Background: an optimization exercise with open tools, aiming at small area. Do not read the settings as production practice.
The RTL was checked by simulation tests, not by an equivalence proof against the original design.
No driver is modelled on the clock port, so clocking that relies on it looks cheaper here than on a real chip.
Power is estimated from default activity; no workload was simulated.

run 1:
==> flow/design.v <==
module reg_scoreboard (
    input  logic        clk,
    input  logic        rst,
    input  logic [31:1] wsel,    
    input  logic [31:1] rsel,    
    input  logic [31:1] dec1,    
    input  logic [31:1] dec2,    
    input  logic        hit1,    
    input  logic        hit2,    
    input  logic        rhit1,   
    input  logic        rhit2,   
    output logic        Busy1,
    output logic        Busy2,
    output logic        Stall
);
    logic [31:1] r_pending;
    always_ff @(posedge clk or posedge rst) begin
        if (rst) begin
            r_pending <= '0;
        end else begin
            r_pending <= rsel | (r_pending & ~wsel);
        end
    end
    logic w_p1;
    logic w_p2;
    reg_file_rdbit u_p1 (.sel({dec1, 1'b0}), .d({r_pending, 1'b0}), .y(w_p1));
    reg_file_rdbit u_p2 (.sel({dec2, 1'b0}), .d({r_pending, 1'b0}), .y(w_p2));
    assign Busy1 = w_p1 && !(hit1 && !rhit1);
    assign Busy2 = w_p2 && !(hit2 && !rhit2);
    assign Stall = Busy1 | Busy2;
endmodule
module reg_file_wb (
    input  logic        clk,
    input  logic        rst,
    input  logic        RegWrite,
    input  logic [4:0]  A3,
    input  logic [31:0] WD3,
    input  logic [4:0]  A1,
    input  logic [4:0]  A2,
    output logic [31:0] RD1,
    output logic [31:0] RD2,
    input  logic        Reserve,
    input  logic [4:0]  ARes,
    output logic        Busy1,
    output logic        Busy2,
    output logic        Stall
);
    logic [31:0] w_rq [1:31];    
    logic [31:1] w_we [4];       
    logic [31:1] r_valid;
    logic [31:1] w_wsel;     
    logic [7:0]  w_whi_n;    
    logic [3:0]  w_wlo_n;    
    logic [31:1] w_rsel;     
    logic [31:1] w_dec1;     
    logic [31:1] w_dec2;
    logic [7:0]  w_hi1;      
    logic [3:0]  w_lo1;      
    logic [7:0]  w_hi2;
    logic [3:0]  w_lo2;
    logic [31:0] w_sel1 [2];     
    logic [31:0] w_sel2 [2];
    logic        w_hit1;     
    logic        w_hit2;
    always_comb begin
        for (int i = 1; i < 32; i++) begin
            w_rsel[i] = Reserve && (ARes == 5'(i));
            w_dec1[i] = !rst && (A1 == 5'(i));
            w_dec2[i] = !rst && (A2 == 5'(i));
        end
    end
    for (genvar k = 0; k < 8; k++) begin : g_whi
        assign w_whi_n[k] = !(RegWrite && (A3[4:2] == 3'(k)));
    end
    for (genvar k = 0; k < 4; k++) begin : g_wlo
        assign w_wlo_n[k] = !(A3[1:0] == 2'(k));
    end
    for (genvar g = 0; g < 4; g++) begin : g_byte
        logic [7:0] r_q [1:31];
        for (genvar i = 1; i < 32; i++) begin : g_row
            reg_file_nor2 u_wdec (.a_n(w_whi_n[i / 4]), .b_n(w_wlo_n[i % 4]), .y(w_we[g][i]));
            assign w_rq[i][8*g +: 8] = r_q[i];
        end
        always_ff @(posedge clk) begin
            for (int i = 1; i < 32; i++) begin
                if (w_we[g][i]) r_q[i] <= WD3[8*g +: 8];
            end
        end
    end
    assign w_wsel = w_we[0];
    always_ff @(posedge clk or posedge rst) begin
        if (rst) begin
            r_valid <= '0;
        end else begin
            r_valid <= r_valid | w_wsel;
        end
    end
    assign w_hit1 = !rst && RegWrite && (A1 == A3) && (A1 != 5'd0);
    assign w_hit2 = !rst && RegWrite && (A2 == A3) && (A2 != 5'd0);
    for (genvar k = 0; k < 8; k++) begin : g_rhi
        assign w_hi1[k] = !rst && !w_hit1 && (A1[4:2] == 3'(k));
        assign w_hi2[k] = !rst && !w_hit2 && (A2[4:2] == 3'(k));
    end
    for (genvar k = 0; k < 4; k++) begin : g_rlo
        assign w_lo1[k] = (A1[1:0] == 2'(k));
        assign w_lo2[k] = (A2[1:0] == 2'(k));
    end
    for (genvar h = 0; h < 2; h++) begin : g_half
        assign w_sel1[h][0] = w_hit1;
        assign w_sel2[h][0] = w_hit2;
        for (genvar i = 1; i < 32; i++) begin : g_row
            reg_file_and3 u_sel1 (.a(w_hi1[i / 4]), .b(w_lo1[i % 4]), .c(r_valid[i]), .y(w_sel1[h][i]));
            reg_file_and3 u_sel2 (.a(w_hi2[i / 4]), .b(w_lo2[i % 4]), .c(r_valid[i]), .y(w_sel2[h][i]));
        end
    end
    for (genvar b = 0; b < 32; b++) begin : g_bit
        logic [31:0] w_col;
        assign w_col[0] = WD3[b];
        for (genvar i = 1; i < 32; i++) begin : g_row
            assign w_col[i] = w_rq[i][b];
        end
        reg_file_rdbit u_rd1 (.sel(w_sel1[b / 16]), .d(w_col), .y(RD1[b]));
        reg_file_rdbit u_rd2 (.sel(w_sel2[b / 16]), .d(w_col), .y(RD2[b]));
    end
    reg_scoreboard u_scoreboard (
        .clk    (clk),
        .rst    (rst),
        .wsel   (w_wsel),
        .rsel   (w_rsel),
        .dec1   (w_dec1),
        .dec2   (w_dec2),
        .hit1   (w_hit1),
        .hit2   (w_hit2),
        .rhit1  (Reserve && (ARes == A1)),
        .rhit2  (Reserve && (ARes == A2)),
        .Busy1  (Busy1),
        .Busy2  (Busy2),
        .Stall  (Stall)
    );
endmodule
module reg_file_rdbit (
    input  logic [31:0] sel,
    input  logic [31:0] d,
    output logic        y
);
    logic [10:0] w_n;
    for (genvar k = 0; k < 10; k++) begin : g_ao
        reg_file_ao222 u_ao (
            .s0(sel[3*k]), .d0(d[3*k]), .s1(sel[3*k+1]), .d1(d[3*k+1]),
            .s2(sel[3*k+2]), .d2(d[3*k+2]), .y_n(w_n[k])
        );
    end
    reg_file_ao22 u_ao_last (
        .s0(sel[30]), .d0(d[30]), .s1(sel[31]), .d1(d[31]), .y_n(w_n[10])
    );
    assign y = ~&w_n;
endmodule
module reg_file_ao222 (
    input  logic s0, d0, s1, d1, s2, d2,
    output logic y_n
);
    assign y_n = ~((s0 & d0) | (s1 & d1) | (s2 & d2));
endmodule
module reg_file_ao22 (
    input  logic s0, d0, s1, d1,
    output logic y_n
);
    assign y_n = ~((s0 & d0) | (s1 & d1));
endmodule
module reg_file_nor2 (
    input  logic a_n, b_n,
    output logic y
);
    assign y = ~(a_n | b_n);
endmodule
module reg_file_and3 (
    input  logic a, b, c,
    output logic y
);
    assign y = a & b & c;
endmodule
==> flow/config.mk <==
export PLATFORM = sky130hd
export DESIGN_NAME = reg_file_wb
export DESIGN_NICKNAME = reg_file_wb
export VERILOG_FILES = /design/flow/design.v
export SDC_FILE = /design/flow/constraint.sdc
export NUM_CORES = 4
export LEC_CHECK = 0
export CAP_MARGIN = 20
export CORE_MARGIN = 2
export CORE_UTILIZATION = 62
export SETUP_SLACK_MARGIN = 0.1
export SLEW_MARGIN = 20
export SYNTH_HIERARCHICAL = 1
export SYNTH_MINIMUM_KEEP_SIZE = 0
export BUFFER_PORTS_ARGS = -buffer_cell sky130_fd_sc_hd__buf_2
export CTS_ARGS = -sink_clustering_enable -repair_clock_nets -dont_use_dummy_load -buf_list {sky130_fd_sc_hd__clkbuf_8 sky130_fd_sc_hd__clkbuf_16} -sink_clustering_size 28 -sink_clustering_max_diameter 80
export POST_CTS_TCL = /design/flow/flow/post_cts.tcl
export PRE_GLOBAL_PLACE_TCL = /design/flow/flow/pre_place.tcl
==> flow/constraint.sdc <==
create_clock -name core_clock -period 6.5 [get_ports {clk}]
set_input_delay 1.3000 -clock core_clock [delete_from_list [all_inputs] [get_ports {clk}]]
set_output_delay 1.3000 -clock core_clock [all_outputs]
set_load 0.01 [all_outputs]
standard.sh (not shown) runs the stock make flow with config.mk's settings and CLKGATE_MAP_FILE= SYNTH_SCRIPT=/design/flow/synth_recipe.tcl, a recipe that flattens the netlist after the stock synthesis.
==> flow/flow/run.sh <==
#!/bin/bash
# Own layout flow: the standard ORFS flow with three changes, all made
# through ORFS's own variables appended to config.mk:
#   * the port buffers are buf_2 instead of the default pick;
#   * clock tree synthesis without dummy loads, using larger sink clusters;
#   * every combinational gate set to its smallest size before placement;
#   * a power (size) recovery pass after clock tree synthesis, which
#     downsizes gates that have timing slack to spare.
# Each tool's full output is kept under orfs/logs (ORFS) and in flow_*.log here.
set -euo pipefail
here=$(pwd)
cat >> config.mk <<EOF
export BUFFER_PORTS_ARGS = -buffer_cell sky130_fd_sc_hd__buf_2
export CTS_ARGS = -sink_clustering_enable -repair_clock_nets -dont_use_dummy_load -buf_list {sky130_fd_sc_hd__clkbuf_8 sky130_fd_sc_hd__clkbuf_16} -sink_clustering_size 28 -sink_clustering_max_diameter 80
export POST_CTS_TCL = $here/flow/post_cts.tcl
export PRE_GLOBAL_PLACE_TCL = $here/flow/pre_place.tcl
EOF
bash standard.sh > flow_standard.log 2>&1
==> flow/flow/post_cts.tcl <==
# Downsize gates with spare slack, keeping the setup margin, then make sure
# the placement is still legal.
log_cmd repair_timing -recover_power 100 -setup_margin 0.4
detailed_placement
check_placement -verbose
==> flow/flow/pre_place.tcl <==
# Synthesis sizes gates without knowing their loads. Before placement, set
# every combinational gate to its smallest drive strength; the placement and
# timing repair that follow size up again only what the layout needs.
set n 0
foreach inst [get_cells *] {
  set ref [get_property $inst ref_name]
  if {![regexp {^sky130_fd_sc_hd__(.+)_([0-9]+)$} $ref -> base size]} { continue }
  if {[regexp {^(df|edf|sdf|dl|conb|tap|fill|decap|diode|clk)} $base]} { continue }
  set best ""
  set best_area [get_property [get_lib_cells */$ref] area]
  foreach s {0 1 2} {
    if {$s >= $size} { break }
    set cand [get_lib_cells -quiet */sky130_fd_sc_hd__${base}_$s]
    if {$cand eq ""} { continue }
    set a [get_property $cand area]
    if {$a < $best_area} { set best sky130_fd_sc_hd__${base}_$s; set best_area $a }
  }
  if {$best ne ""} {
    replace_cell $inst $best
    incr n
  }
}
puts "pre_place: downsized $n gates"
Edits applied to the flow inputs when going from run 1 to run 2:
- swapping 62 for 55 in CORE_UTILIZATION
[summary]
NOTE: final estimated routing congestion in global placement in run 2 falls short of that of run 1. Taking run 1 as the reference, in run 2 wire length the detailed router placed on met1 shows an increase of 1.5 mm, share of post-route cells with drive strength above 1 shows a reduction of 1.5 points, non-clock buffer count shows a reduction of 31. What run 1 reported for number of fillers in the final layout has to be multiplied by 1.2 to get the figure for run 2. Number of vias after detailed routing down 807 in run 2 wrt run 1. Run 2 ends up with a global-route usage that is 5.5 points lower than in run 1. The setup slack after placement reported for run 2 is smaller than that of run 1 by 0.089 ns. Between run 1 and run 2, the worst setup margin is higher for run 1. As of run 2, count of clock-buffer cells in the layout had fallen by a few percent compared to run 1. Final design instance area without fill delta (run 2 − run 1): favourable. RD2[31] as the capture point of the critical path was reported by run 2, and RD2[21] by run 1.
The inputs of run 3 differ from those of run 2 as listed below.
- changing CTS_ARGS from -sink_clustering_enable -repair_clock_nets -dont_use_dummy_load -buf_list {sky130_fd_sc_hd__clkbuf_8 sky130_fd_sc_hd__clkbuf_16} -sink_clustering_size 28 -sink_clustering_max_diameter 80 to -sink_clustering_enable -repair_clock_nets -dont_use_dummy_load -buf_list {sky130_fd_sc_hd__clkbuf_8 sky130_fd_sc_hd__clkbuf_16} -sink_clustering_size 31 -sink_clustering_max_diameter 100
--- a/flow/flow/run.sh
+++ b/flow/flow/run.sh
@@ -12,5 +12,5 @@
 cat >> config.mk <<EOF
 export BUFFER_PORTS_ARGS = -buffer_cell sky130_fd_sc_hd__buf_2
-export CTS_ARGS = -sink_clustering_enable -repair_clock_nets -dont_use_dummy_load -buf_list {sky130_fd_sc_hd__clkbuf_8 sky130_fd_sc_hd__clkbuf_16} -sink_clustering_size 28 -sink_clustering_max_diameter 80
+export CTS_ARGS = -sink_clustering_enable -repair_clock_nets -dont_use_dummy_load -buf_list {sky130_fd_sc_hd__clkbuf_8 sky130_fd_sc_hd__clkbuf_16} -sink_clustering_size 31 -sink_clustering_max_diameter 100
 export POST_CTS_TCL = $here/flow/post_cts.tcl
 export PRE_GLOBAL_PLACE_TCL = $here/flow/pre_place.tcl
==> results.txt <==
| global routing met2 resource utilization | run 2 vs run 3 | ≈ equal |
Run 3 consumes less power than run 2 does.
Diff run 2..run 3 | post-layout instance count excluding filler cells | negligible
On combinational-cell power consumption, run 3 tracks run 2 almost exactly.
Initial detailed-routing violation count in run 3 is 423 lower than in run 2
Cell area | run 3 vs run 2 | run 3 smaller
Wire length of the first global-routing pass is lower on run 3

## port drivers added, routing unchanged
How much do the figures lean on ideal ports? The routed layouts below were timed once more, with nothing changed but the port constraints. Step 1 sets driving cells, clkbuf_16 on the clock port and buf_2 on the other inputs (assumed; they add their load-dependent delay and slew). Step 2 also shifts input and output timing later by t, the mid clock arrival at the registers, as if the neighbouring blocks saw the same clock. Slacks: no drivers / after step 1 / after step 2; pairs: no drivers / after step 1.
run | t (ns) | setup WS [ns] | worst data-port slew with drivers (ns)
run 1 | 0.688 | 0.211 / 0.189 / 0.189 | 0.04
run 2 | 0.695 | 0.144 / 0.118 / 0.118 | 0.07
run 3 | 0.681 | 0.185 / 0.163 / 0.163 | 0.07
After both steps every run listed still meets setup and hold. For run 2, which loses most, drivers alone change the setup slack by -0.026 ns; drivers and shift together by -0.026 ns.
